This is an optimization exercise on Yosys and OpenROAD, whose aim is small area, not a production implementation. Where RTL was checked, it was by simulation tests only, not by an equivalence proof against the original. Only the layout flow was run in run 5; the RTL was not checked for function there. Power and IR drop assume default switching activity. The clock port is modelled as an ideal driver; clocking choices that lean on that would not hold on a real chip.

===== design/flow/config.mk =====
export PLATFORM = sky130hd
export DESIGN_NAME = dmem_responder
export DESIGN_NICKNAME = dmem_responder
export VERILOG_FILES = /design/flow/design.v
export SDC_FILE = /design/flow/constraint.sdc
export NUM_CORES = 4
export LEC_CHECK = 0
export CAP_MARGIN = 20
export CORE_MARGIN = 2
export CORE_UTILIZATION = 40
export PLACE_DENSITY = 0.8
export SLEW_MARGIN = 20

===== design/flow/constraint.sdc =====
create_clock -name core_clock -period 5.0 [get_ports {clk}]
set_input_delay 1.0000 -clock core_clock [delete_from_list [all_inputs] [get_ports {clk}]]
set_output_delay 1.0000 -clock core_clock [all_outputs]
set_load 0.01 [all_outputs]

===== design/flow/design.v =====
module dmem_responder (
    input  logic                   clk,
    input  logic                   rst,
    input  logic                   req_valid,
    output logic                   req_ready,
    input  logic                   req_we,
    input  logic [31:0]            req_addr,
    input  logic [31:0]            req_wdata,
    input  logic [3:0]             req_be,
    output logic                   rsp_valid,
    input  logic                   rsp_ready,
    output logic [31:0]            rsp_rdata,
    output logic                   rsp_err,
    output logic [15:0]            test_value
);
    localparam int N  = 63;    
    localparam int WP = 5;     
    localparam int RT = 3;     
    localparam logic [2:0] ST_IDLE = 3'd0;
    localparam logic [2:0] ST_W2   = 3'd1;
    localparam logic [2:0] ST_W1   = 3'd2;
    localparam logic [2:0] ST_W0   = 3'd3;
    localparam logic [2:0] ST_RESP = 3'd4;
    logic [2:0]  st;
    logic        ready_en;
    logic        hs;
    logic        win;
    logic        exec;
    logic        w0_q;         
    logic        fault_q;
    logic        we_q;
    logic [31:0] data_q;       
    logic [3:0]  be_q;
    logic        store_act;    
    logic [5:0]  off;
    logic [31:0] w0;
    logic [31:0] ring [N];
    logic [2:0]  clr_c;        
    logic        clr;
    assign clr = (clr_c != 3'd5);
    logic        fault_in;
    assign fault_in = (req_addr[1:0] != 2'b00) || (req_addr[31:8] != '0);
    assign hs        = req_valid && ready_en && (st == ST_IDLE);
    assign win       = (st == ST_W2) || (st == ST_W1) || (st == ST_W0);
    assign exec      = (st == ST_W0);
    assign req_ready = ready_en && (st == ST_IDLE);
    assign rsp_valid = (st == ST_RESP);
    always_ff @(posedge clk or negedge rst) begin
        if (!rst) begin
            st       <= ST_IDLE;
            ready_en <= 1'b0;
        end else begin
            ready_en <= 1'b1;
            case (st)
                ST_IDLE: if (hs) st <= ST_W2;
                ST_W2:   st <= ST_W1;
                ST_W1:   st <= ST_W0;
                ST_W0:   st <= ST_RESP;
                ST_RESP: if (rsp_ready) st <= ST_IDLE;
                default: st <= ST_IDLE;
            endcase
        end
    end
    always_ff @(posedge clk) begin
        if (hs) begin
            w0_q    <= (req_addr[7:2] == 6'd0);
            fault_q <= fault_in;
            we_q    <= req_we;
            be_q    <= req_be;
        end
    end
    always_ff @(posedge clk or negedge rst) begin
        if (!rst) begin
            store_act <= 1'b0;
            off       <= '0;
            clr_c     <= '0;
        end else begin
            if (clr) clr_c <= clr_c + 3'd1;
            if (hs) store_act <= req_we && !fault_in && (req_addr[7:2] != 6'd0);
            off <= off_n;
        end
    end
    logic [5:0] off_n;
    logic [6:0] psum;
    logic [5:0] tpos_in;
    logic [5:0] tpos;
    assign off_n   = (off == 6'(N-1)) ? 6'd0 : off + 6'd1;
    assign psum    = {1'b0, req_addr[7:2]} + {1'b0, off_n};
    assign tpos_in = (psum >= 7'(N)) ? 6'(psum - 7'(N)) : psum[5:0];
    always_ff @(posedge clk) begin
        if (hs) tpos <= tpos_in;
        else    tpos <= (tpos == 6'(N-1)) ? 6'd0 : tpos + 6'd1;
    end
    logic [N-1:0] at_pos;
    always_comb begin
        for (int i = 0; i < N; i++) at_pos[i] = (tpos == i[5:0]);
    end
    for (genvar p = 0; p < N; p++) begin : g_ring
        localparam int PREV = (p + N - 1) % N;
        if ((PREV % WP) == 0) begin : g_port
            logic       hit;
            logic [3:0] wsel;    
            logic [3:0] keep;    
            assign hit  = store_act && at_pos[PREV];
            assign wsel = {4{hit}} & be_q;
            assign keep = ~wsel & {4{!clr}};
            always_ff @(posedge clk) begin
                for (int b = 0; b < 4; b++)
                    ring[p][8*b +: 8] <= ({8{wsel[b]}} & data_q[8*b +: 8])
                                       | ({8{keep[b]}} & ring[PREV][8*b +: 8]);
            end
        end else begin : g_shift
            always_ff @(posedge clk) ring[p] <= ring[PREV];
        end
    end
    always_ff @(posedge clk or negedge rst) begin
        if (!rst) begin
            w0 <= '0;
        end else if (exec && we_q && !fault_q && w0_q) begin
            for (int b = 0; b < 4; b++)
                if (be_q[b]) w0[8*b +: 8] <= data_q[8*b +: 8];
        end
    end
    logic        ring_load;
    logic        tap_phase;
    assign ring_load = !we_q && !fault_q && !w0_q;
    logic [N/RT-1:0] tap_ok;
    for (genvar j = 0; j < N / RT; j++) begin : g_tap
        localparam int Q  = RT * j;
        localparam int PD = (Q == 0) ? (N - 1) % WP : (Q - 1) % WP;
        assign tap_ok[j] = (clr_c > 3'(PD));
    end
    logic [N/RT-1:0]   at_tap;
    for (genvar j = 0; j < N / RT; j++) begin : g_at_tap
        assign at_tap[j] = at_pos[RT * j];
    end
    logic              rd_win;
    logic [N/RT-1:0]   sel_tap;
    logic              sel_w0;
    logic              data_en;
    logic [31:0]       data_d;
    assign rd_win    = win && ring_load;
    assign tap_phase = |at_tap;
    assign sel_tap   = {(N/RT){rd_win}} & at_tap & tap_ok;
    assign sel_w0    = exec && !we_q && !fault_q && w0_q;
    assign data_en   = hs || (rd_win && tap_phase) || (exec && !we_q && !ring_load);
    always_comb begin
        data_d = ({32{hs}} & req_wdata) | ({32{sel_w0}} & w0);
        for (int j = 0; j < N / RT; j++)
            data_d = data_d | ({32{sel_tap[j]}} & ring[RT * j]);
    end
    always_ff @(posedge clk) begin
        if (data_en) data_q <= data_d;
    end
    assign rsp_rdata  = we_q ? 32'h0 : data_q;
    assign rsp_err    = fault_q;
    assign test_value = w0[15:0];
endmodule

===== design/flow/flow/run.sh =====
#!/bin/bash
# Own layout flow:
#  1. the standard synthesis of the RTL (design.v), which names the flip-flops;
#  3. an area re-map of the remaining combinational logic with ABC (flip-flops and hm_ cells
#     kept as they are);
#  4. the standard layout, with buf_1 port buffers and a clock tree built from larger sink
#     clusters without dummy loads.
set -euo pipefail
W=$PWD
R=$W/orfs/results/$FLOW_PLATFORM/dmem_responder/base

bash standard.sh synth > "$W/synth.log" 2>&1
cp "$R/1_2_yosys.v" "$W/standard_synth.v"

sed "s#^export VERILOG_FILES = .*#export VERILOG_FILES = $W/flow/struct.sv#" config.mk > config_struct.mk
SRC=$W/standard_synth.v
if make -C "$FLOW_HOME" DESIGN_CONFIG="$W/config_struct.mk" WORK_HOME="$W/orfs_struct" \
     CLKGATE_MAP_FILE= SYNTH_SCRIPT="$W/synth_recipe.tcl" synth > "$W/struct_synth.log" 2>&1 &&
   python3 flow/names.py "$W/standard_synth.v" \
     "$W/orfs_struct/results/$FLOW_PLATFORM/dmem_responder/base/1_2_yosys.v" "$W/struct_synth.v" \
     > "$W/names.log" 2>&1; then
  SRC=$W/struct_synth.v
fi
echo "re-map input: $SRC" > "$W/source.log"

FLOW_HOME=$FLOW_HOME FLOW_TOP=$FLOW_TOP bash flow/remap.sh "$SRC" "$W/remapped.v" > "$W/remap.log" 2>&1
cp "$W/remapped.v" "$R/1_2_yosys.v"
touch "$R/1_2_yosys.v"

bash standard.sh \
  "BUFFER_PORTS_ARGS=-buffer_cell sky130_fd_sc_hd__buf_1" \
  "CTS_ARGS=-sink_clustering_enable -repair_clock_nets -dont_use_dummy_load -sink_clustering_size 30 -sink_clustering_max_diameter 60" \
  finish > "$W/layout.log" 2>&1

===== design/flow/flow/names.py =====
#!/usr/bin/env python3
"""names.py STD.v IN.v OUT.v: check that the flip-flops of IN.v (the hand-mapped copy's
synthesis) are those of STD.v (the standard synthesis of the RTL), with the same name stems
and cells, and write IN.v to OUT.v with each flip-flop instance renamed to the standard
synthesis's exact name (the name suffix Yosys adds, such as $_DFFE_PN0P_, can differ).
Exits 1 if the flip-flops do not match."""
import re
import sys

DECL = re.compile(r'^(\s*)(sky130_fd_sc_hd__\w+)(\s+)(\S+)(\s*\()', re.M)


def flops(text):
    out = {}
    for m in DECL.finditer(text):
        cell, name = m.group(2), m.group(4)
        if re.search(r'__(e|s)?df|__dl', cell):
            stem = name.split('$')[0]
            if stem in out:
                sys.exit(f"duplicate flip-flop stem {stem}")
            out[stem] = (cell, name)
    return out


std_text = open(sys.argv[1]).read()
in_text = open(sys.argv[2]).read()
std, new = flops(std_text), flops(in_text)
if set(std) != set(new):
    sys.exit(f"flip-flop names differ: {sorted(set(std) ^ set(new))[:10]}")
bad = [s for s in std if std[s][0] != new[s][0]]
if bad:
    sys.exit(f"flip-flop cells differ: {bad[:10]}")
rename = {new[s][1]: std[s][1] for s in std}


def sub(m):
    name = m.group(4)
    if name in rename:
        name = rename[name]
        if not name.endswith(' ') and name.startswith('\\'):
            pass
    return m.group(1) + m.group(2) + m.group(3) + name + m.group(5)


out = DECL.sub(sub, in_text)
if flops(out) != {s: std[s] for s in std}:
    sys.exit("renaming failed")
open(sys.argv[3], 'w').write(out)
print(f"{len(std)} flip-flops match; {sum(1 for k, v in rename.items() if k != v)} renamed")

===== design/flow/flow/remap.sh =====
#!/bin/bash
# remap.sh IN.v OUT.v: map the combinational logic of the standard synthesis's netlist again,
# for area, with ABC's area mapper, trying a few ABC scripts and keeping the smallest result.
# Every flip-flop instance keeps its name, cell and pins, and so does every hand-placed cell
# (instance name with hm_).
set -euo pipefail
IN=$1; OUT=$2
LIB=$FLOW_HOME/platforms/sky130hd/lib/sky130_fd_sc_hd__tt_025C_1v80.lib
D=$(dirname "$OUT")/remap
mkdir -p "$D"
SCRIPTS=(
  "strash; dch; amap; topo"
  "strash; dc2; dch -f; amap; topo"
  "strash; dch; amap; strash; dch; amap; topo"
  "strash; dch -f; map -a; topo"
  "strash; dch; amap; strash; dch; amap; strash; dch; amap; topo"
  "strash; balance; rewrite; refactor; balance; rewrite; rewrite -z; balance; refactor -z; rewrite -z; balance; dch -f; amap; topo"
)
SEQ=$(grep -o 'sky130_fd_sc_hd__[a-z0-9_]*' "$IN" | sort -u | grep -E '__(e|s)?df|__dl' | tr '\n' ' ')
HM=$(grep -oE 'sky130_fd_sc_hd__[a-z0-9_]+ +[^ ]*hm_' "$IN" | awk '{print $1}' | sort -u | tr '\n' ' ' || true)
for i in "${!SCRIPTS[@]}"; do
  echo "${SCRIPTS[$i]}" | tr ';' '\n' | sed 's/^ *//' > "$D/s$i.abc"
  cat > "$D/s$i.ys" <<EOY
read_liberty -ignore_miss_func $LIB
read_verilog $IN
hierarchy -top $FLOW_TOP
setattr -mod -set keep_hierarchy 1 $SEQ
setattr -set keep_hierarchy 1 c:*hm_*
flatten
rename -hide w:*.*
blackbox $SEQ $HM
hierarchy -top $FLOW_TOP
opt_clean -purge
abc -liberty $LIB -dont_use *probe* -dont_use *lpflow* -script $D/s$i.abc
opt_clean -purge
hilomap -singleton -hicell sky130_fd_sc_hd__conb_1 HI -locell sky130_fd_sc_hd__conb_1 LO
insbuf -buf sky130_fd_sc_hd__buf_2 A X
splitnets
opt_clean -purge
tee -o $D/s$i.stat stat -liberty $LIB
write_verilog -noattr -noexpr -nohex -nodec $D/s$i.v
EOY
  yosys -l "$D/s$i.log" "$D/s$i.ys" > /dev/null &
done
wait
best=""; bestarea=""
for i in "${!SCRIPTS[@]}"; do
  [[ -f "$D/s$i.stat" && -f "$D/s$i.v" ]] || { echo "script $i (${SCRIPTS[$i]}): failed"; continue; }
  a=$(grep -o "Chip area for .*: [0-9.]*" "$D/s$i.stat" | tail -1 | awk '{print $NF}')
  echo "script $i (${SCRIPTS[$i]}): area $a"
  if [[ -z "$best" ]] || awk "BEGIN{exit !($a < $bestarea)}"; then best=$i; bestarea=$a; fi
done
echo "kept script $best: area $bestarea"
cp "$D/s$best.v" "$OUT"

===== design/flow/flow/struct.sv =====
// Hand-mapped copy of rtl/dmem_responder.sv for the layout flow (run.sh).
// Same registers and the same function; only the ring's write-port logic and
// the data_q input multiplexer are built from explicitly chosen cells, since
// ABC maps these regular AND-OR structures poorly. The formal check after the
// flow proves the layout against rtl/dmem_responder.sv itself.
// Word-oriented data memory answering the core's load/store port with a
// fixed wait-state delay and address-fault detection (DMEM_ERR_EN).
//
// Storage: word 0 is a fixed register (it drives test_value). Words 1..63
// live in a 63-entry ring that shifts by one position every clock, so its
// flops need no hold multiplexer. Word w sits at ring position
// (w + off) mod 63, where off counts clocks mod 63 (word 63 is at off). The ring has no reset:
// for the first 5 edges after reset (clr_c < 5) every write port zeroes the
// word passing it, so within 5 edges every word has been cleared; a read tap
// whose word has not yet passed a port in that time reads 0, and a store in
// that time zeroes the bytes it does not write.
//
// Stores are written into the ring by one of 13 write ports (one every 5
// positions) while the word passes it; the store data stays in data_q
// until the next request is accepted, which is at least 5 edges later, so
// the word always reaches a port before any later load can look at it.
// Loads are read from one of 21 read taps (one every 3 positions) during
// the 3 edges between accept and response.
//
//   st      | meaning
//   --------+----------------------------------------------------------
//   IDLE    | ready for a request; nothing outstanding
//   W2..W0  | request latched; W0 is the execute cycle
//   RESP    | access done, response held until rsp_ready
module dmem_responder (
    input  logic                   clk,
    input  logic                   rst,
    input  logic                   req_valid,
    output logic                   req_ready,
    input  logic                   req_we,
    input  logic [31:0]            req_addr,
    input  logic [31:0]            req_wdata,
    input  logic [3:0]             req_be,
    output logic                   rsp_valid,
    input  logic                   rsp_ready,
    output logic [31:0]            rsp_rdata,
    output logic                   rsp_err,
    output logic [15:0]            test_value
);
    localparam int N  = 63;   // ring entries (words 1..63)
    localparam int WP = 5;    // write port spacing
    localparam int RT = 3;    // read tap spacing

    localparam logic [2:0] ST_IDLE = 3'd0;
    localparam logic [2:0] ST_W2   = 3'd1;
    localparam logic [2:0] ST_W1   = 3'd2;
    localparam logic [2:0] ST_W0   = 3'd3;
    localparam logic [2:0] ST_RESP = 3'd4;

    logic [2:0]  st;
    logic        ready_en;
    logic        hs;
    logic        win;
    logic        exec;

    logic        w0_q;        // the request addresses word 0
    logic        fault_q;
    logic        we_q;
    logic [31:0] data_q;      // store data, or the load's response data
    logic [3:0]  be_q;
    logic        store_act;   // a ring store is (still) being written
    logic [5:0]  off;
    logic [31:0] w0;

    logic [31:0] ring [N];
    logic [2:0]  clr_c;       // edges since reset, saturating at 5
    logic        clr;
    assign clr = (clr_c != 3'd5);

    logic        fault_in;
    assign fault_in = (req_addr[1:0] != 2'b00) || (req_addr[31:8] != '0);

    assign hs        = req_valid && ready_en && (st == ST_IDLE);
    assign win       = (st == ST_W2) || (st == ST_W1) || (st == ST_W0);
    assign exec      = (st == ST_W0);
    assign req_ready = ready_en && (st == ST_IDLE);
    assign rsp_valid = (st == ST_RESP);

    always_ff @(posedge clk or negedge rst) begin
        if (!rst) begin
            st       <= ST_IDLE;
            ready_en <= 1'b0;
        end else begin
            ready_en <= 1'b1;
            case (st)
                ST_IDLE: if (hs) st <= ST_W2;
                ST_W2:   st <= ST_W1;
                ST_W1:   st <= ST_W0;
                ST_W0:   st <= ST_RESP;
                ST_RESP: if (rsp_ready) st <= ST_IDLE;
                default: st <= ST_IDLE;
            endcase
        end
    end

    // request registers: only meaningful after a handshake
    always_ff @(posedge clk) begin
        if (hs) begin
            w0_q    <= (req_addr[7:2] == 6'd0);
            fault_q <= fault_in;
            we_q    <= req_we;
            be_q    <= req_be;
        end
    end

    always_ff @(posedge clk or negedge rst) begin
        if (!rst) begin
            store_act <= 1'b0;
            off       <= '0;
            clr_c     <= '0;
        end else begin
            if (clr) clr_c <= clr_c + 3'd1;
            if (hs) store_act <= req_we && !fault_in && (req_addr[7:2] != 6'd0);
            off <= off_n;
        end
    end

    // tpos: ring position of the addressed word, kept in step with the ring.
    // At the handshake it is loaded with (idx + off + 1) mod 63, the position
    // the word will hold when the request registers are valid.
    logic [5:0] off_n;
    logic [6:0] psum;
    logic [5:0] tpos_in;
    logic [5:0] tpos;
    assign off_n   = (off == 6'(N-1)) ? 6'd0 : off + 6'd1;
    assign psum    = {1'b0, req_addr[7:2]} + {1'b0, off_n};
    assign tpos_in = (psum >= 7'(N)) ? 6'(psum - 7'(N)) : psum[5:0];
    always_ff @(posedge clk) begin
        if (hs) tpos <= tpos_in;
        else    tpos <= (tpos == 6'(N-1)) ? 6'd0 : tpos + 6'd1;
    end

    logic [N-1:0] at_pos;
    always_comb begin
        for (int i = 0; i < N; i++) at_pos[i] = (tpos == i[5:0]);
    end

    // ring with write ports
    for (genvar p = 0; p < N; p++) begin : g_ring
        localparam int PREV = (p + N - 1) % N;
        if ((PREV % WP) == 0) begin : g_port
            logic       hit;
            logic [3:0] wsel;   // byte b takes data_q
            logic [3:0] keep;   // byte b keeps the word passing by
            assign hit  = store_act && at_pos[PREV];
            assign wsel = {4{hit}} & be_q;
            assign keep = ~wsel & {4{!clr}};
            logic [31:0] pd;
            for (genvar i = 0; i < 32; i++) begin : g_pd
                sky130_fd_sc_hd__a22o_1 hm_pd (
                    .A1(wsel[i / 8]), .A2(data_q[i]),
                    .B1(keep[i / 8]), .B2(ring[PREV][i]), .X(pd[i]));
            end
            always_ff @(posedge clk) ring[p] <= pd;
        end else begin : g_shift
            always_ff @(posedge clk) ring[p] <= ring[PREV];
        end
    end

    // word 0
    always_ff @(posedge clk or negedge rst) begin
        if (!rst) begin
            w0 <= '0;
        end else if (exec && we_q && !fault_q && w0_q) begin
            for (int b = 0; b < 4; b++)
                if (be_q[b]) w0[8*b +: 8] <= data_q[8*b +: 8];
        end
    end

    // read taps
    logic        ring_load;
    logic        tap_phase;
    assign ring_load = !we_q && !fault_q && !w0_q;
    // a tap's word has been cleared once clr_c exceeds the distance from the
    // tap back to the nearest write port at or before it
    logic [N/RT-1:0] tap_ok;
    for (genvar j = 0; j < N / RT; j++) begin : g_tap
        localparam int Q  = RT * j;
        localparam int PD = (Q == 0) ? (N - 1) % WP : (Q - 1) % WP;
        assign tap_ok[j] = (clr_c > 3'(PD));
    end

    // data_q takes one of: the request's store data at the handshake, the
    // word at the read tap that holds the load's word, or word 0; a load that
    // faults or reads a not yet cleared word takes 0 (no select)
    logic [N/RT-1:0]   at_tap;
    for (genvar j = 0; j < N / RT; j++) begin : g_at_tap
        assign at_tap[j] = at_pos[RT * j];
    end

    logic              rd_win;
    logic [N/RT-1:0]   sel_tap;
    logic              sel_w0;
    logic              data_en;
    logic [31:0]       data_d;
    assign rd_win    = win && ring_load;
    assign tap_phase = |at_tap;
    assign sel_tap   = {(N/RT){rd_win}} & at_tap & tap_ok;
    assign sel_w0    = exec && !we_q && !fault_q && w0_q;
    assign data_en   = hs || (rd_win && tap_phase) || (exec && !we_q && !ring_load);

    // data_d = OR of 23 select/data pairs: seven a222oi and one a22oi give the
    // inverted OR of 3 (2) pairs each, two nand4 and an or2 combine them
    for (genvar i = 0; i < 32; i++) begin : g_dd
        logic [7:0] g;
        for (genvar k = 0; k < 7; k++) begin : g_a
            sky130_fd_sc_hd__a222oi_1 hm_a (
                .A1(sel_tap[3*k]),   .A2(ring[RT*(3*k)][i]),
                .B1(sel_tap[3*k+1]), .B2(ring[RT*(3*k+1)][i]),
                .C1(sel_tap[3*k+2]), .C2(ring[RT*(3*k+2)][i]), .Y(g[k]));
        end
        sky130_fd_sc_hd__a22oi_1 hm_b (
            .A1(hs), .A2(req_wdata[i]), .B1(sel_w0), .B2(w0[i]), .Y(g[7]));
        logic h0, h1;
        sky130_fd_sc_hd__nand4_1 hm_n0 (.A(g[0]), .B(g[1]), .C(g[2]), .D(g[3]), .Y(h0));
        sky130_fd_sc_hd__nand4_1 hm_n1 (.A(g[4]), .B(g[5]), .C(g[6]), .D(g[7]), .Y(h1));
        sky130_fd_sc_hd__or2_1 hm_o (.A(h0), .B(h1), .X(data_d[i]));
    end

    // a store keeps its data in data_q (and answers 0); a load fills data_q
    // with its response
    always_ff @(posedge clk) begin
        if (data_en) data_q <= data_d;
    end

    assign rsp_rdata  = we_q ? 32'h0 : data_q;
    assign rsp_err    = fault_q;
    assign test_value = w0[15:0];
endmodule

===== design/flow/standard.sh =====
#!/bin/bash
# synth_recipe.tcl (not shown) runs the flow's synth.tcl, then flattens the netlist and writes it again
# the make line also repeats each setting of config.mk as NAME=value (left out here)
make -C /OpenROAD-flow-scripts/flow DESIGN_CONFIG=/design/flow/config.mk WORK_HOME=/design/flow/orfs CLKGATE_MAP_FILE= SYNTH_SCRIPT=/design/flow/synth_recipe.tcl "${@:-finish}"

==> out/qor.yml, run 1 <==
setup_path:
  crit_slowest_cell: "nor4_1"
  rrSetupSlack_ns: 1.27
  crit_chain: "nand3_1, nor4_1, nor2_1, nor2_1, o21ai_0, o22ai_1, nand2_1, o21ai_0, clkinv_1, nand2_1, o21ai_0, or2_0, o21ai_0, clkinv_1, nor2_1, a211oi_1, o32ai_1"
  critPathMaxStageDelay_ns: 0.55
  required_ns: 5.54
  cp.arrival_ns: 4.27
  r2r_end: "tpos[1]"
  crit_type: "reg2reg"
  cp-end-kind: "flop"
  cp_max_fo: 5
  rr_worst_depth: 17
  cp-start-kind: "flop"
  path_common_cell: "o21ai_0"
  r2r-start: "off[3]"
placed_design:
  placedCellCount: 5174
  gp_congestion: 0.8507
  dp_slack_ns: 1.337
  portBuffers: 123
  hpwl_um: 77190
die:
  die_h_um: 363.5
  row_count: 131
  core_area_um2: 127800
  initial_utilization: 0.4043
  die_w_um: 363.5
  die_area_um2: 132100
  io_pins: 124
pwr:
  p_sw_uw: 6213
  power_leakage_uw: 0.02148
  cellPowerDensity_nw_per_um2: 482.1
  p_clk_frac: 0.280
  p_int_uw: 21210
  combPwrFrac: 0.045
  pwr-share-seq: 0.674
  power_uw: 27420
  vdd_ir_drop_max_mv: 0.2525
  p_sw_frac: 0.2266
drt:
  final_antenna_net_count: 0
  drc: 0
  drt_iter0_drc: 4079
  vias_per_cell: 5.543
  vias: 29163
  dr.pass1.iters: 6
  wl_per_cell_um: 23.41
  drt_wl_total_um: 123200
clock_tree:
  clkTransAtPathRegs_ns: 0.10
  clock-root-buffer: "clkbuf_16"
  clock_latency_ns: 0.69
  ctsResizeCount: 0
  cts_max_path_buffers: 3
  cts_setup_buffers: 0
  postCtsHoldBufs: 0
  htree_levels: 3
  clkSinkCount: 2107
  cts_tree: "yes"
  numCtsBuffers: 84
timing:
  finalCritPeriodShare: 0.7464
  hold_violations: 0
  fin_setup_tns_ns: 0
  period_needed_ns: 3.732
  max_slew.worst_pin.slew_ns: 1.086
  drv_slew: 0
  rsz0062_at_grt: "no"
  relSlewSlack: 0.2572
  setup_ws_ns: 1.268
  fin_worst_skew_ns: 0.06562
  setup_viol: 0
  fmax_mhz: 267.9
layout:
  final_cells: 5261
  final_cell_mix: "dfxtp_1 (2022), a22o_1 (416), a222oi_1 (224), nor2_1 (203), buf_1 (122)"
  area_growth_pct: 10.04
  drive_above_1_share: 0.04782
  nets: 3672
  layout_commonest_cell: "dfxtp_1"
  utilization: 0.4449
hold_path:
  min_path_cells: 0
  worstHoldStart: "ring[44][28]"
  min_to: "ring[45][28]"
  min_path_type: "reg2reg"
outcome:
  status: "finished clean"
global_route:
  grt.total_usage: 0.1798
  grt_start_max_net_pins: 55
  gr-total-overflow: 0
  grt_first_pass_wirelength_um: 181500
  antenna_found_initial: 14
  grt_pass1_vias: 28955
yosys:
  synthCells: 3344
  syn_avg_cell_area_um2: 15.46
  yosys_warnings: 2
  synthesis.area_um2: 51680
  syn_nets: 3417
run:
  cap_violations: 0
## power by group through the flow
stage,combinational [uW],sequential [uW],clock [uW]
global route,1340,18600,8280
finish,1240,18500,7680
global placement,1160,18800,0
CTS,1230,18500,7740
detailed placement,1210,18800,0
floorplan,711,18600,0
## state kept, by name, indices dropped and copies added, names as in the netlist
signal,flops
clr_c,3
be_q,4
ring,2016
fault_q,1
ready_en,1
off,6
store_act,1
data_q,32
w0_q,1
w0,32
we_q,1
tpos,6
st,3
## cell type report
| type | count | area, um^2 |
|---|---|---|
| fillers | 10776 | 70970 |
| flip-flops and latches | 2107 | 42800 |
| multi-input cells | 1164 | 8728 |
| clock buffers | 84 | 2102 |
| well taps | 1662 | 2079 |
| repair buffers | 185 | 943.4 |
| inverters | 57 | 214.0 |
| diodes | 2 | 5.005 |
## stage by stage
step / hold WS (ns) / cell area, um^2
after floorplan: 0.3096 / 51680
after global placement: 0.3096 / 54750
after detailed placement: 0.3121 / 54750
after CTS: 0.2665 / 56850
after global routing: 0.2710 / 56870
final: 0.2678 / 56870
## worst max-delay path: cells and delay by family, from the launching register on
family / cells / cell delay, ns
flip-flops: 1 / 0.42
AO/OA/AOI/OAI: 7 / 1.20
AND/OR/NAND/NOR: 8 / 1.70
buffers and inverters: 2 / 0.33
## routing by layer
layer | wire, um | share of wire | GRT usage
met1 | 52200 | 0.42 | 0.2538
met2 | 53720 | 0.44 | 0.2716
met3 | 12780 | 0.10 | 0.03996
met4 | 4428 | 0.036 | 0.06362
met5 | 37 | 0.00030 | 0
## worst max-delay path by stage
stage               startpoint         to  slack, ns  cells past startpoint
floorplan              tpos[2]  data_q[0]       0.77                      8
global placement        off[1]    tpos[1]       1.45                     17
detailed placement      off[1]    tpos[1]       1.34                     17
CTS                     off[1]    tpos[1]       1.33                     17
global route            off[3]    tpos[1]       0.80                     17
finish                  off[3]    tpos[1]       1.27                     17
==> inputs of run 2 (changes only) <==
--- a/design/flow/design.v
+++ b/design/flow/design.v
@@ -151,5 +151,5 @@
     end
     always_ff @(posedge clk) begin
-        if (data_en) data_q <= data_d;
+        data_q <= ({32{!data_en}} & data_q) | data_d;
     end
     assign rsp_rdata  = we_q ? 32'h0 : data_q;
--- a/design/flow/flow/struct.sv
+++ b/design/flow/flow/struct.sv
@@ -198,5 +198,4 @@
     logic              sel_w0;
     logic              data_en;
-    logic [31:0]       data_d;
     assign rd_win    = win && ring_load;
     assign tap_phase = |at_tap;
@@ -205,6 +204,10 @@
     assign data_en   = hs || (rd_win && tap_phase) || (exec && !we_q && !ring_load);
 
-    // data_d = OR of 23 select/data pairs: seven a222oi and one a22oi give the
-    // inverted OR of 3 (2) pairs each, two nand4 and an or2 combine them
+    // data_q's next value = OR of 24 select/data pairs (the 23 of data_d and
+    // the hold term): eight a222oi give the inverted OR of 3 pairs each, two
+    // nand4 and an or2 combine them
+    logic        data_hold;
+    logic [31:0] data_n;
+    assign data_hold = !data_en;
     for (genvar i = 0; i < 32; i++) begin : g_dd
         logic [7:0] g;
@@ -215,16 +218,15 @@
                 .C1(sel_tap[3*k+2]), .C2(ring[RT*(3*k+2)][i]), .Y(g[k]));
         end
-        sky130_fd_sc_hd__a22oi_1 hm_b (
-            .A1(hs), .A2(req_wdata[i]), .B1(sel_w0), .B2(w0[i]), .Y(g[7]));
+        sky130_fd_sc_hd__a222oi_1 hm_b (
+            .A1(hs), .A2(req_wdata[i]), .B1(sel_w0), .B2(w0[i]),
+            .C1(data_hold), .C2(data_q[i]), .Y(g[7]));
         logic h0, h1;
         sky130_fd_sc_hd__nand4_1 hm_n0 (.A(g[0]), .B(g[1]), .C(g[2]), .D(g[3]), .Y(h0));
         sky130_fd_sc_hd__nand4_1 hm_n1 (.A(g[4]), .B(g[5]), .C(g[6]), .D(g[7]), .Y(h1));
-        sky130_fd_sc_hd__or2_1 hm_o (.A(h0), .B(h1), .X(data_d[i]));
-    end
-
-    // a store keeps its data in data_q (and answers 0); a load fills data_q
-    // with its response
+        sky130_fd_sc_hd__or2_1 hm_o (.A(h0), .B(h1), .X(data_n[i]));
+    end
+
     always_ff @(posedge clk) begin
-        if (data_en) data_q <= data_d;
+        data_q <= data_n;
     end
 
--- a/design/flow/config.mk
+++ b/design/flow/config.mk
@@ -8,5 +8,5 @@
 export CAP_MARGIN = 20
 export CORE_MARGIN = 2
-export CORE_UTILIZATION = 40
+export CORE_UTILIZATION = 65
 export PLACE_DENSITY = 0.8
 export SLEW_MARGIN = 20
==> run 2 against run 1 <==
- synthesized cell count hardly changed
- final cell count is 12% lower
- total power is 2.0% higher
- synthesized area is 0.43% lower
- setup slack worse by 0.071 ns
- utilization is 27 points higher
- critical endpoint is now data_q[13]
- largest cell class unchanged
==> out/qor.yml, run 2 <==
drt:
  met3WireLength_um: 11930
  drt-met1-wl_um: 49160
  drt_wl_total_um: 118400
  top_layer: "met5"
  drt_iter0_drc: 3873
  dr_wl_met2_um: 52670
  vias: 28771
  drc: 0
  dr.pass1.iters: 11
  final_antenna_net_count: 0
  vias_per_cell: 6.191
  wl_per_cell_um: 25.49
hold_path:
  min_path_type: "reg2reg"
  worstHoldStart: "ring[16][10]"
  min_path_cells: 0
pwr:
  cellPowerDensity_nw_per_um2: 498.3
  vdd_ir_drop_max_mv: 0.2839
  power_leakage_uw: 0.02148
  p_clk_frac: 0.286
  pwr-share-seq: 0.659
  p_sw_uw: 6580
  combPwrFrac: 0.054
  power_uw: 27960
  p_int_uw: 21380
  p_sw_frac: 0.2353
clock_tree:
  clock-root-buffer: "clkbuf_16"
  htree_levels: 3
  clkSinkCount: 2107
  ctsResizeCount: 0
  clkTransAtPathRegs_ns: 0.10
  clock_latency_ns: 0.67
  cts_setup_buffers: 0
  numCtsBuffers: 92
  cts_max_path_buffers: 3
  postCtsHoldBufs: 0
  cts_tree: "yes"
yosys:
  synthesis.area_um2: 51460
  syn_avg_cell_area_um2: 15.39
  synthCells: 3345
  syn_nets: 3418
  yosys_warnings: 2
setup_path:
  crit_slowest_cell: "nor2_4"
  critPathMaxStageDelay_ns: 0.71
  crit_type: "reg2reg"
  cp.arrival_ns: 4.39
  cp-startpoint: "tpos[2]"
  crit_family: "simple AND/OR/NAND/NOR gates"
  cp-end-kind: "flop"
  cp_max_fo: 17
  r2r-start: "tpos[2]"
  rr_worst_depth: 10
  required_ns: 5.59
  cp-start-kind: "flop"
  crit_cells: 10
  path_buf_inv: 3
  crit_chain: "clkinv_1, nor2_1, clkinv_1, nor2_1, nand3_1, nor2_4, buf_4, a222oi_1, nand4_1, or2_1"
timing:
  finalCritPeriodShare: 0.7607
  relSlewSlack: 0.1770
  setup_viol: 0
  hold_violations: 0
  fin_worst_skew_ns: 0.05003
  period_needed_ns: 3.804
  whs_ns: 0.2886
  max_slew.worst_pin.slew_ns: 1.232
  fin_setup_tns_ns: 0
  rsz0062_at_grt: "no"
  fmax_mhz: 262.9
  drv_slew: 0
die:
  initial_utilization: 0.6536
  die_h_um: 285.4
  die_w_um: 285.4
  io_pins: 124
  die_area_um2: 81440
  core_area_um2: 78740
  row_count: 103
layout:
  largest_register_ffs: 2016
  nFillCells: 4897
  largest_register: "ring"
  top_regs: "ring (2016), data_q (32), w0 (32)"
  nets: 3669
  final_cell_mix: "dfxtp_1 (2054), a22o_1 (416), a222oi_1 (256), nor2_1 (187), buf_1 (122)"
  drive_above_1_share: 0.04730
  layout_commonest_cell: "dfxtp_1"
  area_growth_pct: 9.022
placed_design:
  hpwl_um: 74990
  portBuffers: 123
  gp_congestion: 0.8983
global_route:
  antenna_found_initial: 3
  grt_start_max_net_pins: 55
  grt_first_pass_wirelength_um: 175400
  grt.total_usage: 0.2863
  gr-total-overflow: 0
  grt_pass1_vias: 28391
run:
  cap_violations: 0
outcome:
  status: "finished clean"
run 2: power groups by stage:
stage | Combinational, uW | Clock (uW) | Sequential (uW)
after global routing | 1610 | 8660 | 18500
after floorplan | 850 | 0 | 18400
after detailed placement | 1460 | 0 | 18800
final | 1520 | 8010 | 18400
after global placement | 1430 | 0 | 18700
after CTS | 1480 | 8070 | 18400
run 2: stage by stage:
stage	area (um^2)	utilization	cells	setup slack (ns)
floorplan	51460	-	3345	0.4424
global placement	53650	0.6814	4547	1.422
detailed placement	53680	0.6817	4548	1.408
CTS	55980	0.7110	4640	1.363
global route	56100	0.7125	4645	0.9738
finish	56110	0.7125	4647	1.196
run 2: final cells by class:
type	instances	area, um^2	share of cell area
Antenna cell	3	7.507	0.0001338
Multi-Input combinational cell	1165	8850	0.1577
Timing Repair Buffer	173	938.4	0.01673
Clock buffer	92	2302	0.04103
Inverter	57	214.0	0.003813
Tap cell	1050	1314	0.02342
Sequential cell	2107	42480	0.7571
run 2: path summary, 6_finish.rpt:
path	to	slack, ns
worst max-delay path	data_q[13]	1.20
worst min-delay path	ring[17][10]	0.29
worst max register to register	data_q[13]	1.20
worst min register to register	ring[17][10]	0.29
max in group asynchronous	w0[28]	3.94
min in group asynchronous	w0[1]	0.47
run 2: routing by layer:
layer | track usage | vias to the layer above
met5 | 0 | -
met4 | 0.1147 | 2
met3 | 0.06728 | 287
met2 | 0.4377 | 1545
met1 | 0.3976 | 14148
li1 | - | 12789
==> inputs of run 3 (changes only) <==
--- a/design/flow/config.mk
+++ b/design/flow/config.mk
@@ -8,5 +8,5 @@
 export CAP_MARGIN = 20
 export CORE_MARGIN = 2
-export CORE_UTILIZATION = 65
+export CORE_UTILIZATION = 40
 export PLACE_DENSITY = 0.8
 export SLEW_MARGIN = 20
==> run 3 against run 2 <==
- sequential share of layout area is 0.71 points lower
- critical path depth is 5 higher
- first-iteration DRC count is 19% higher
- combinational power is 7% higher
- final cell count is 13% higher
- flip-flop and latch count stayed put
- design area is 0.95% higher
- synthesized cell count stayed put
- clock skew is 0.018 ns higher
- register-to-register slack worse by 0.095 ns
- routed wire length is 4.1% higher
==> out/qor.yml, run 3 <==
outcome:
  status: "finished clean"
global_route:
  grt_first_pass_wirelength_um: 179200
  gr-total-overflow: 0
  grt.total_usage: 0.1803
  grt_pass1_vias: 27925
  antenna_found_initial: 7
  grt_start_max_net_pins: 47
clock_tree:
  numCtsBuffers: 85
  clock-root-buffer: "clkbuf_16"
  cts_max_path_buffers: 3
  postCtsHoldBufs: 0
  clkSinkCount: 2107
  clkTransAtPathRegs_ns: 0.11
  cts_tree: "yes"
  cts_setup_buffers: 0
  htree_levels: 3
  ctsResizeCount: 0
  clock_latency_ns: 0.69
timing:
  fin_worst_skew_ns: 0.06817
  relSlewSlack: 0.2565
  drv_slew: 0
  period_needed_ns: 3.899
  fmax_mhz: 256.5
  fin_setup_tns_ns: 0
  finalCritPeriodShare: 0.7798
  setup_ws_ns: 1.101
  setup_viol: 0
  hold_violations: 0
  max_slew.worst_pin.slew_ns: 1.113
  rsz0062_at_grt: "no"
placed_design:
  gp_congestion: 0.8944
  dp_slack_ns: 1.249
  hpwl_um: 80100
  portBuffers: 123
die:
  core_area_um2: 127700
  die_h_um: 362.7
  die_area_um2: 131500
  row_count: 131
  io_pins: 124
  die_w_um: 362.7
  initial_utilization: 0.4031
setup_path:
  cp-start-kind: "flop"
  crit_type: "reg2reg"
  crit_chain: "clkinv_1, nor2_1, clkinv_1, nor2_1, clkinv_1, nand3_1, nor2_1, o22ai_1, a21oi_1, a21boi_0, nor3_2, buf_4, a222oi_1, nand4_1, or2_1"
  path_buf_inv: 4
  required_ns: 5.56
  crit_family: "simple AND/OR/NAND/NOR gates"
  cp.arrival_ns: 4.46
  crit_slowest_cell: "dfxtp_1"
  critPathMaxStageDelay_ns: 0.40
  rrSetupSlack_ns: 1.10
  cp_max_fo: 16
  cp-end-kind: "flop"
layout:
  nets: 3667
  largest_register_ffs: 2016
  drive_above_1_share: 0.04649
  top_regs: "ring (2016), data_q (32), w0 (32)"
  area_growth_pct: 10.06
  final_cell_mix: "dfxtp_1 (2054), a22o_1 (416), a222oi_1 (256), nor2_1 (189), buf_1 (122)"
  largest_register: "ring"
  layout_commonest_cell: "dfxtp_1"
yosys:
  yosys_warnings: 2
  synthCells: 3345
  synthesis.area_um2: 51460
  syn_avg_cell_area_um2: 15.39
  syn_nets: 3418
pwr:
  power_leakage_uw: 0.02140
  vdd_ir_drop_max_mv: 0.3578
  cellPowerDensity_nw_per_um2: 490.5
drt:
  drc: 0
  wl_per_cell_um: 23.45
  dr.pass1.iters: 10
  vias_per_cell: 5.529
  final_antenna_net_count: 0
  drt_wl_total_um: 123300
  vias: 29059
  drt_iter0_drc: 4623
run:
  cap_violations: 0
hold_path:
  min_path_type: "reg2reg"
run 3: layout make-up:
class                   count  area [um^2]
fillers                 10847        71050
multi-input cells        1165         8836
well taps                1662         2079
diodes                      2        5.005
flip-flops and latches   2107        42480
clock buffers              85         2127
inverters                  57        214.0
repair buffers            178        895.9
run 3: through the flow:
| stage | util | hold slack [ns] | power, uW | cells | instance area (um^2) |
|---|---|---|---|---|---|
| global placement | 0.4266 | 0.3095 | 20310 | 5168 | 54470 |
| CTS | 0.4433 | 0.2818 | 27790 | 5253 | 56600 |
| floorplan | - | 0.3096 | 19280 | 3345 | 51460 |
| detailed placement | 0.4266 | 0.3121 | 20360 | 5168 | 54470 |
| finish | 0.4436 | 0.2808 | 27780 | 5256 | 56640 |
| global route | 0.4436 | 0.2930 | 28600 | 5256 | 56640 |
run 3: path summary, 6_finish.rpt:
kind / start / endpoint / depth (start not counted)
worst max register to register: tpos[1] / data_q[11] / 15
min in group asynchronous: rst / w0[6] / 2
worst min register to register: ring[52][12] / ring[53][12] / 0
max in group asynchronous: rst / off[5] / 2
worst max-delay path: tpos[1] / data_q[11] / 15
worst min-delay path: ring[52][12] / ring[53][12] / 0
run 3: power breakdown:
group / switching (uW) / total, uW / internal (uW)
clock network: 4640 / 7700 / 3060
logic: 1090 / 1620 / 525
registers: 897 / 18500 / 17600
total: 6620 / 27800 / 21200
run 3: worst register-to-register path, stage by stage (launching register included):
cell and delay [ns]:
dfxtp_1 0.40, clkinv_1 0.12, nor2_1 0.35, clkinv_1 0.26, nor2_1 0.30, clkinv_1 0.23, nand3_1 0.17, nor2_1 0.05
o22ai_1 0.15, a21oi_1 0.05, a21boi_0 0.36, nor3_2 0.11, buf_4 0.27, a222oi_1 0.41, nand4_1 0.32, or2_1 0.29
run 3: routing by layer:
metal | track usage | vias up | routed length, um
met5 | 0 | - | 63
met4 | 0.07884 | 10 | 4866
met3 | 0.03430 | 286 | 12010
met2 | 0.2759 | 1558 | 54630
met1 | 0.2490 | 14422 | 51700
li1 | - | 12783 | -
==> inputs of run 4 (changes only) <==
--- a/design/flow/config.mk
+++ b/design/flow/config.mk
@@ -9,4 +9,4 @@
 export CORE_MARGIN = 2
 export CORE_UTILIZATION = 40
-export PLACE_DENSITY = 0.8
+export PLACE_DENSITY = 0.7
 export SLEW_MARGIN = 20
==> run 4 against run 3 <==
- critical path type unchanged
- setup slack worse by 0.091 ns
- worst hold slack worse by 0.013 ns
- design area rose by 0.46%
- clock power is 3.6% higher
- first-iteration DRC count down 13%
- highest routed layer unchanged
==> out/qor.yml, run 4 <==
layout:
  drive_above_1_share: 0.04967
  nets: 3679
  fin_area_um2: 56900
  largest_register: "ring"
  area_growth_pct: 10.57
  layout_commonest_cell: "dfxtp_1"
  top_regs: "ring (2016), data_q (32), w0 (32)"
  largest_register_ffs: 2016
  final_cell_mix: "dfxtp_1 (2054), a22o_1 (416), a222oi_1 (256), nor2_1 (189), buf_1 (122)"
pwr:
  cellPowerDensity_nw_per_um2: 492.1
  power_leakage_uw: 0.02152
  vdd_ir_drop_max_mv: 0.2700
clock_tree:
  numCtsBuffers: 91
  clkSinkCount: 2107
  cts_setup_buffers: 0
  htree_levels: 3
  clock-root-buffer: "clkbuf_16"
  clkTransAtPathRegs_ns: 0.10
  cts_tree: "yes"
  clock_latency_ns: 0.69
  cts_max_path_buffers: 3
  ctsResizeCount: 0
  postCtsHoldBufs: 0
timing:
  fin_setup_tns_ns: 0
  fmax_mhz: 250.7
  fin_worst_skew_ns: 0.07301
  drv_slew: 0
  max_slew.worst_pin.slew_ns: 1.177
  setup_viol: 0
  period_needed_ns: 3.990
  relSlewSlack: 0.2133
  finalCritPeriodShare: 0.7979
  hold_violations: 0
  rsz0062_at_grt: "no"
setup_path:
  cp-end-kind: "flop"
  crit_family: "simple AND/OR/NAND/NOR gates"
  cp.arrival_ns: 4.58
  cp_max_fo: 16
  path_buf_inv: 4
  crit_slowest_cell: "a222oi_1"
  cp-start-kind: "flop"
  crit_type: "reg2reg"
  crit_chain: "clkinv_1, nor2_1, clkinv_1, nor2_1, clkinv_1, nand3_1, nor2_1, o22ai_1, a21oi_1, a21boi_0, nor3_2, buf_4, a222oi_1, nand4_1, or2_1"
  required_ns: 5.59
  critPathMaxStageDelay_ns: 0.46
drt:
  final_antenna_net_count: 0
  vias: 28429
  vias_per_cell: 5.398
  wl_per_cell_um: 23.32
  drc: 0
  dr.pass1.iters: 13
  drt_wl_total_um: 122800
  drt_iter0_drc: 4029
die:
  die_h_um: 362.7
  die_w_um: 362.7
  core_area_um2: 127700
  row_count: 131
  initial_utilization: 0.4031
  io_pins: 124
  die_area_um2: 131500
placed_design:
  portBuffers: 123
  hpwl_um: 81150
  placed_cell_area_um2: 54540
  gp_congestion: 0.8438
yosys:
  syn_nets: 3418
  synthCells: 3345
  yosys_warnings: 2
  syn_avg_cell_area_um2: 15.39
  synthesis.area_um2: 51460
global_route:
  gr-total-overflow: 0
  grt_pass1_vias: 27047
  antenna_found_initial: 3
  grt.total_usage: 0.1816
  grt_start_max_net_pins: 47
  grt_first_pass_wirelength_um: 178300
outcome:
  status: "finished clean"
run:
  cap_violations: 0
hold_path:
  min_path_type: "reg2reg"
## run 4: through the flow
step           worst slack (ns)    util  power, uW  hold slack, ns  std cells
2_1_floorplan            0.4424       -      19280          0.3096       3345
3_3_place_gp              1.136  0.4271      20320          0.3096       5172
3_5_place_dp              1.174  0.4271      20340          0.3121       5172
4_1_cts                   1.200  0.4450      28050          0.2714       5263
5_1_grt                  0.9421  0.4456      28890          0.2752       5266
6_report                  1.010  0.4456      28000          0.2680       5267
## run 4: routing by layer
metal  routed length (um)  track usage
met1                55440       0.2620
met2                50960       0.2636
met3                13000      0.05059
met4                 3381      0.05492
met5                   51            0
## run 4: power by group
part	total (uW)	switching [uW]	internal, uW
Sequential	18400	816	17600
Combinational	1640	1110	529
Clock	7980	4710	3270
## run 4: area by class of cell
type	count	area, um^2
timing repair buffer	184	996.0
fill	11096	70780
sequential	2107	42480
multi-input combinational	1165	8851
inverter	57	214.0
antenna	1	2.502
tap	1662	2079
clock buffer	91	2277
## run 4: worst paths after layout
path | endpoint | depth (start not counted) | startpoint | slack, ns
max in group asynchronous | off[2] | 1 | rst | 3.77
max reg2reg | data_q[15] | 15 | tpos[1] | 1.01
min in group asynchronous | w0[2] | 1 | rst | 0.45
min reg2reg | ring[44][21] | 0 | ring[43][21] | 0.27
min | ring[44][21] | 0 | ring[43][21] | 0.27
max | data_q[15] | 15 | tpos[1] | 1.01
==> inputs of run 5 (changes only) <==
--- a/design/flow/design.v
+++ b/design/flow/design.v
@@ -114,9 +114,19 @@
         end
     end
+    logic w0_wr;
+    assign w0_wr = exec && we_q && !fault_q && w0_q;
     always_ff @(posedge clk or negedge rst) begin
         if (!rst) begin
-            w0 <= '0;
-        end else if (exec && we_q && !fault_q && w0_q) begin
-            for (int b = 0; b < 4; b++)
+            w0[15:0] <= '0;
+        end else if (w0_wr) begin
+            for (int b = 0; b < 2; b++)
+                if (be_q[b]) w0[8*b +: 8] <= data_q[8*b +: 8];
+        end
+    end
+    always_ff @(posedge clk) begin
+        if (clr_c == 3'd0) begin
+            w0[31:16] <= '0;
+        end else if (w0_wr) begin
+            for (int b = 2; b < 4; b++)
                 if (be_q[b]) w0[8*b +: 8] <= data_q[8*b +: 8];
         end
--- a/design/flow/flow/struct.sv
+++ b/design/flow/flow/struct.sv
@@ -163,10 +163,22 @@
     end
 
-    // word 0
+    // word 0. Its low half drives test_value and is reset with everything
+    // else; its high half is only seen by loads, so it is cleared at the
+    // first edge after reset (clr_c == 0), before any request can reach it.
+    logic w0_wr;
+    assign w0_wr = exec && we_q && !fault_q && w0_q;
     always_ff @(posedge clk or negedge rst) begin
         if (!rst) begin
-            w0 <= '0;
-        end else if (exec && we_q && !fault_q && w0_q) begin
-            for (int b = 0; b < 4; b++)
+            w0[15:0] <= '0;
+        end else if (w0_wr) begin
+            for (int b = 0; b < 2; b++)
+                if (be_q[b]) w0[8*b +: 8] <= data_q[8*b +: 8];
+        end
+    end
+    always_ff @(posedge clk) begin
+        if (clr_c == 3'd0) begin
+            w0[31:16] <= '0;
+        end else if (w0_wr) begin
+            for (int b = 2; b < 4; b++)
                 if (be_q[b]) w0[8*b +: 8] <= data_q[8*b +: 8];
         end
--- a/design/flow/config.mk
+++ b/design/flow/config.mk
@@ -9,4 +9,5 @@
 export CORE_MARGIN = 2
 export CORE_UTILIZATION = 40
-export PLACE_DENSITY = 0.7
+export GPL_TIMING_DRIVEN = 0
+export PLACE_DENSITY = 0.8
 export SLEW_MARGIN = 20
==> run 5 against run 4 <==
- combinational power hardly changed
- first-iteration DRC count is 4.1% lower
- clock power is 2% higher
- sequential share of layout area is 0.74 points lower
- setup slack worse by 0.11 ns
- critical path type unchanged
==> out/qor.yml, run 5 <==
outcome:
  status: "finished clean"
die:
  row_count: 131
  initial_utilization: 0.4030
  die_w_um: 362.5
  core_area_um2: 127500
  die_area_um2: 131400
  io_pins: 124
  die_h_um: 362.5
timing:
  fmax_mhz: 244.0
  setup_viol: 0
  rsz0062_at_grt: "no"
  period_needed_ns: 4.099
  hold_violations: 0
  max_slew.worst_pin.slew_ns: 1.184
  relSlewSlack: 0.2077
  fin_worst_skew_ns: 0.07817
  drv_slew: 0
  finalCritPeriodShare: 0.8197
setup_path:
  cp-start-kind: "flop"
  cp_max_fo: 12
  path_buf_inv: 6
  crit_family: "simple AND/OR/NAND/NOR gates"
  required_ns: 5.61
  rr_worst_depth: 13
  cp-end-kind: "flop"
  critPathMaxStageDelay_ns: 0.92
  crit_type: "reg2reg"
  crit_chain: "buf_8, buf_16, clkinv_1, nand4_1, clkinv_1, o21ai_0, or3_1, nor3_2, buf_4, buf_6, a222oi_1, nand4_1, or2_1"
  cp.arrival_ns: 4.71
  crit_cells: 13
  crit_slowest_cell: "nor3_2"
global_route:
  grt_first_pass_wirelength_um: 183500
  grt.total_usage: 0.1827
  grt_start_max_net_pins: 31
  grt_pass1_vias: 29081
  gr-total-overflow: 0
  antenna_found_initial: 7
pwr:
  power_uw: 28470
  power_leakage_uw: 0.02168
  vdd_ir_drop_max_mv: 0.3194
  cellPowerDensity_nw_per_um2: 496.3
clock_tree:
  cts_max_path_buffers: 3
  ctsResizeCount: 0
  clkTransAtPathRegs_ns: 0.11
  clkSinkCount: 2107
  cts_tree: "yes"
  postCtsHoldBufs: 0
  clock-root-buffer: "clkbuf_16"
  numCtsBuffers: 95
  htree_levels: 3
  clock_latency_ns: 0.68
  cts_setup_buffers: 0
yosys:
  syn_avg_cell_area_um2: 15.37
  synthCells: 3344
  yosys_warnings: 2
  synthesis.area_um2: 51390
  syn_nets: 3417
placed_design:
  gp_congestion: 0.8450
  placedCellCount: 5195
  hpwl_um: 81470
  placed_cell_area_um2: 54980
  portBuffers: 123
drt:
  final_antenna_net_count: 0
  vias: 29224
  drt_wl_total_um: 124300
  vias_per_cell: 5.523
  wl_per_cell_um: 23.49
  drc: 0
  dr.pass1.iters: 13
  drt_iter0_drc: 3864
hold_path:
  min_path_type: "in2async"
layout:
  largest_register: "ring"
  utilization: 0.4498
  drive_above_1_share: 0.05678
  fin_area_um2: 57360
  layout_commonest_cell: "dfxtp_1"
  final_cells: 5291
  nFillCells: 10736
  final_cell_mix: "dfxtp_1 (2070), a22o_1 (416), a222oi_1 (256), nor2_1 (190), buf_1 (122)"
  largest_register_ffs: 2016
  area_growth_pct: 11.62
  top_regs: "ring (2016), data_q (32), w0 (32)"
  nets: 3703
run:
  cap_violations: 0
run 5: power breakdown:
part | switching [uW] | internal [uW] | total (uW) | leakage (uW)
registers | 1100 | 17600 | 18700 | 0.0171
logic | 1010 | 597 | 1610 | 0.00337
clock network | 4730 | 3400 | 8130 | 0.00117
total | 6840 | 21600 | 28500 | 0.0217
run 5: path summary, 6_finish.rpt:
kind	startpoint	endpoint	slack, ns
worst min register to register	ring[52][14]	ring[53][14]	0.29
worst max-delay path	we_q	data_q[0]	0.90
worst min-delay path	rst	w0[5]	0.22
worst max register to register	we_q	data_q[0]	0.90
max in group asynchronous	rst	st[0]	4.21
min in group core_clock	ring[52][14]	ring[53][14]	0.29
run 5: layout make-up:
type	count	area (um^2)	share of cell area
flip-flops and latches	2107	42400	0.7392
multi-input cells	1166	8870	0.1546
clock buffers	95	2377	0.04144
well taps	1662	2079	0.03625
repair buffers	189	1346	0.02347
inverters	55	207.7	0.003621
plain buffers	16	80.08	0.001396
diodes	1	2.502	0.00004362
run 5: metal layers:
metal | wire length (um) | GRT usage
met2 | 53600 | 0.2745
met5 | 57 | 0
met4 | 4936 | 0.07282
met3 | 12720 | 0.04454
met1 | 52960 | 0.2531
run 5: stage by stage:
step / TNS [ns] / hold WS (ns) / worst slack [ns]
final: 0 / 0.2229 / 0.9014
after global routing: 0 / 0.2169 / 0.8311
after CTS: 0 / 0.2112 / 1.157
after detailed placement: 0 / 0.3121 / 1.310
after global placement: -143.63 / 0.3095 / -4.697
after floorplan: 0 / 0.3096 / 0.8180
==> inputs of run 6 (changes only) <==
--- a/design/flow/design.v
+++ b/design/flow/design.v
@@ -35,4 +35,6 @@
     logic [5:0]  off;
     logic [31:0] w0;
+    logic [15:0] w0_lo;
+    logic [15:0] w0_hi;
     logic [31:0] ring [N];
     logic [2:0]  clr_c;        
@@ -118,18 +120,19 @@
     always_ff @(posedge clk or negedge rst) begin
         if (!rst) begin
-            w0[15:0] <= '0;
+            w0_lo <= '0;
         end else if (w0_wr) begin
             for (int b = 0; b < 2; b++)
-                if (be_q[b]) w0[8*b +: 8] <= data_q[8*b +: 8];
+                if (be_q[b]) w0_lo[8*b +: 8] <= data_q[8*b +: 8];
         end
     end
     always_ff @(posedge clk) begin
         if (clr_c == 3'd0) begin
-            w0[31:16] <= '0;
+            w0_hi <= '0;
         end else if (w0_wr) begin
-            for (int b = 2; b < 4; b++)
-                if (be_q[b]) w0[8*b +: 8] <= data_q[8*b +: 8];
+            for (int b = 0; b < 2; b++)
+                if (be_q[b+2]) w0_hi[8*b +: 8] <= data_q[16 + 8*b +: 8];
         end
     end
+    assign w0 = {w0_hi, w0_lo};
     logic        ring_load;
     logic        tap_phase;
@@ -165,4 +168,4 @@
     assign rsp_rdata  = we_q ? 32'h0 : data_q;
     assign rsp_err    = fault_q;
-    assign test_value = w0[15:0];
+    assign test_value = w0_lo;
 endmodule
--- a/design/flow/flow/struct.sv
+++ b/design/flow/flow/struct.sv
@@ -67,4 +67,6 @@
     logic [5:0]  off;
     logic [31:0] w0;
+    logic [15:0] w0_lo;
+    logic [15:0] w0_hi;
 
     logic [31:0] ring [N];
@@ -163,25 +165,27 @@
     end
 
-    // word 0. Its low half drives test_value and is reset with everything
-    // else; its high half is only seen by loads, so it is cleared at the
-    // first edge after reset (clr_c == 0), before any request can reach it.
+    // word 0. Its low half (w0_lo) drives test_value and is reset with
+    // everything else; its high half (w0_hi) is only seen by loads, so it is
+    // cleared at the first edge after reset (clr_c == 0), before any request
+    // can reach it.
     logic w0_wr;
     assign w0_wr = exec && we_q && !fault_q && w0_q;
     always_ff @(posedge clk or negedge rst) begin
         if (!rst) begin
-            w0[15:0] <= '0;
+            w0_lo <= '0;
         end else if (w0_wr) begin
             for (int b = 0; b < 2; b++)
-                if (be_q[b]) w0[8*b +: 8] <= data_q[8*b +: 8];
+                if (be_q[b]) w0_lo[8*b +: 8] <= data_q[8*b +: 8];
         end
     end
     always_ff @(posedge clk) begin
         if (clr_c == 3'd0) begin
-            w0[31:16] <= '0;
+            w0_hi <= '0;
         end else if (w0_wr) begin
-            for (int b = 2; b < 4; b++)
-                if (be_q[b]) w0[8*b +: 8] <= data_q[8*b +: 8];
-        end
-    end
+            for (int b = 0; b < 2; b++)
+                if (be_q[b+2]) w0_hi[8*b +: 8] <= data_q[16 + 8*b +: 8];
+        end
+    end
+    assign w0 = {w0_hi, w0_lo};
 
     // read taps
@@ -245,4 +249,4 @@
     assign rsp_rdata  = we_q ? 32'h0 : data_q;
     assign rsp_err    = fault_q;
-    assign test_value = w0[15:0];
+    assign test_value = w0_lo;
 endmodule
--- a/design/flow/config.mk
+++ b/design/flow/config.mk
@@ -9,5 +9,4 @@
 export CORE_MARGIN = 2
 export CORE_UTILIZATION = 40
-export GPL_TIMING_DRIVEN = 0
 export PLACE_DENSITY = 0.8
 export SLEW_MARGIN = 20
==> run 6 against run 5 <==
- count of clock-buffer cells in the layout decreased by 4
- design area decreased by 0.68%
- highest routed layer unchanged
- non-clock buffer count decreased by 5
- worst hold slack improved by 0.036 ns
- still clean
- die area unchanged
- flip-flop and latch count unchanged
- largest power group unchanged
- global-route usage increased by 0.40 points
==> out/qor.yml, run 6 <==
yosys:
  syn_avg_cell_area_um2: 15.37
  syn_nets: 3417
  synthesis.area_um2: 51390
  yosys_warnings: 2
  synthCells: 3344
setup_path:
  required_ns: 5.59
  crit_path_end: "tpos[2]"
  cp-end-kind: "flop"
  cp-startpoint: "off[1]"
  r2r_end: "tpos[2]"
  r2r-start: "off[1]"
  rrSetupSlack_ns: 1.37
  cp.arrival_ns: 4.22
  crit_type: "reg2reg"
  rr_worst_depth: 15
  cp_max_fo: 5
  cp-start-kind: "flop"
hold_path:
  min_path_type: "reg2reg"
die:
  die_area_um2: 131400
  io_pins: 124
  die_h_um: 362.5
  core_area_um2: 127500
  row_count: 131
  die_w_um: 362.5
  initial_utilization: 0.4030
timing:
  max_slew.worst_pin.slew_ns: 1.210
  setup_viol: 0
  setup_ws_ns: 1.365
  drv_slew: 0
  fin_setup_tns_ns: 0
  relSlewSlack: 0.1820
  fmax_mhz: 275.1
  fin_worst_skew_ns: 0.05907
  finalCritPeriodShare: 0.7270
  hold_violations: 0
  rsz0062_at_grt: "no"
  period_needed_ns: 3.635
clock_tree:
  ctsResizeCount: 0
  clock-root-buffer: "clkbuf_16"
  cts_setup_buffers: 0
  cts_tree: "yes"
  postCtsHoldBufs: 0
  clkSinkCount: 2107
  clkTransAtPathRegs_ns: 0.10
  clock_latency_ns: 0.69
  cts_max_path_buffers: 3
  numCtsBuffers: 91
  htree_levels: 3
layout:
  final_cell_mix: "dfxtp_1 (2070), a22o_1 (416), a222oi_1 (256), nor2_1 (191), buf_1 (122)"
  drive_above_1_share: 0.05416
  nets: 3694
  layout_commonest_cell: "dfxtp_1"
  nFillCells: 10725
  fin_area_um2: 56970
  top_regs: "ring (2016), data_q (32)"
  final-seq-area_um2: 42400
  largest_register_ffs: 2016
  multi_input_area_um2: 8874
  utilization: 0.4468
  largest_register: "ring"
  area_growth_pct: 10.86
global_route:
  grt_first_pass_wirelength_um: 185700
  gr-total-overflow: 0
  antenna_found_initial: 3
  grt_start_max_net_pins: 54
  grt.total_usage: 0.1866
  grt_pass1_vias: 28939
placed_design:
  placed_cell_area_um2: 54560
  dp_slack_ns: 1.470
  hpwl_um: 80460
  gp_congestion: 0.8759
  portBuffers: 123
drt:
  drc: 0
  dr.pass1.iters: 8
  drt_wl_total_um: 126900
  wl_per_cell_um: 24.03
  vias_per_cell: 5.530
  final_antenna_net_count: 0
  vias: 29211
  drt_iter0_drc: 4172
pwr:
  p_sw_uw: 6816
  combPwrFrac: 0.071
  pwr-share-seq: 0.648
  p_sw_frac: 0.2405
  vdd_ir_drop_max_mv: 0.2846
  cellPowerDensity_nw_per_um2: 497.5
  p_int_uw: 21530
  power_leakage_uw: 0.02154
  p_clk_frac: 0.281
run:
  cap_violations: 0
outcome:
  status: "finished clean"
==> run 6: critical path: stages, from the launching register on <==
cell and delay (ns):
dfrtp_1 0.40, clkinv_1 0.10, nor4_1 0.66, nor3_1 0.18
o21ai_0 0.34, nand2_1 0.09, o21ai_0 0.13, o21ai_0 0.15
nand2_1 0.10, nand2_1 0.08, a21oi_1 0.23, nor4bb_1 0.40
nor2b_1 0.14, nor2_1 0.23, a21oi_1 0.10, o32ai_1 0.23
==> run 6: power by group through the flow <==
stage / combinational (uW) / clock [uW] / sequential, uW
after floorplan: 920 / 0 / 18600
after detailed placement: 1960 / 0 / 18700
final: 2020 / 7970 / 18400
after CTS: 1980 / 8000 / 18300
after global routing: 2160 / 8570 / 18400
after global placement: 1910 / 0 / 18700
==> run 6: worst min-delay path by stage <==
stage | cells after the start | startpoint | slack (ns) | end
final | 0 | ring[37][3] | 0.26 | ring[38][3]
after global routing | 0 | ring[37][3] | 0.26 | ring[38][3]
after CTS | 0 | ring[32][2] | 0.27 | ring[33][2]
after detailed placement | 0 | ring[11][13] | 0.31 | ring[12][13]
after global placement | 0 | ring[43][30] | 0.31 | ring[44][30]
after floorplan | 0 | ring[62][0] | 0.31 | ring[0][0]
==> run 6: layer usage <==
metal | global-route usage | routed length, um | vias up
li1 | - | - | 12831
met1 | 0.2588 | 53740 | 14473
met2 | 0.2842 | 55580 | 1628
met3 | 0.04473 | 13040 | 277
met4 | 0.06704 | 4532 | 2
met5 | 0 | 13 | -
==> run 6: final cells by class <==
class | instances | share of cell area
timing repair buffer | 200 | 0.01990
multi-input combinational | 1166 | 0.1557
inverter | 55 | 0.003624
sequential | 2107 | 0.7442
clock buffer | 91 | 0.03997
antenna | 1 | 0.00004392
tap | 1662 | 0.03650
==> run 6: per-stage QoR <==
stage	power, uW	std cells	hold WS, ns
final	28340	5282	0.2588
after detailed placement	20670	5185	0.3121
after CTS	28310	5276	0.2660
after global placement	20590	5185	0.3096
after global routing	29160	5281	0.2621
after floorplan	19500	3344	0.3096

-- what the ideal ports hide --
How much do the figures lean on ideal ports? The routed layouts below were timed once more, with nothing changed but the port constraints. Step 1 sets driving cells, clkbuf_16 on the clock port and buf_2 on the other inputs (assumed; they add their load-dependent delay and slew). Step 2 moves the port delays by t, midway between the first and last clock arrival at a register: inputs arrive t later, outputs are due t later. That takes back most of the time a late clock gives input paths. Slacks: no drivers / after step 1 / after step 2; pairs: no drivers / after step 1.
run | shift t [ns] | setup slack, ns | hold WS [ns] | pins driven straight from the clock port
run 1 | 0.713 | 1.268 / 1.268 / 1.268 | 0.268 / 0.268 / 0.268 | 1
run 2 | 0.722 | 1.196 / 1.196 / 1.196 | 0.289 / 0.289 / 0.289 | 1
run 3 | 0.734 | 1.101 / 1.101 / 1.101 | 0.281 / 0.281 / 0.281 | 1
run 4 | 0.711 | 1.010 / 1.010 / 1.010 | 0.268 / 0.268 / 0.268 | 1
run 5 | 0.714 | 0.901 / 0.901 / 0.901 | 0.223 / 0.185 / 0.293 | 1
run 6 | 0.725 | 1.365 / 1.365 / 1.314 | 0.259 / 0.259 / 0.259 | 1
After both steps setup and hold are still met in every run listed. For run 6, which loses most, drivers alone change the setup slack by 0.000 ns; drivers and shift together by -0.051 ns.
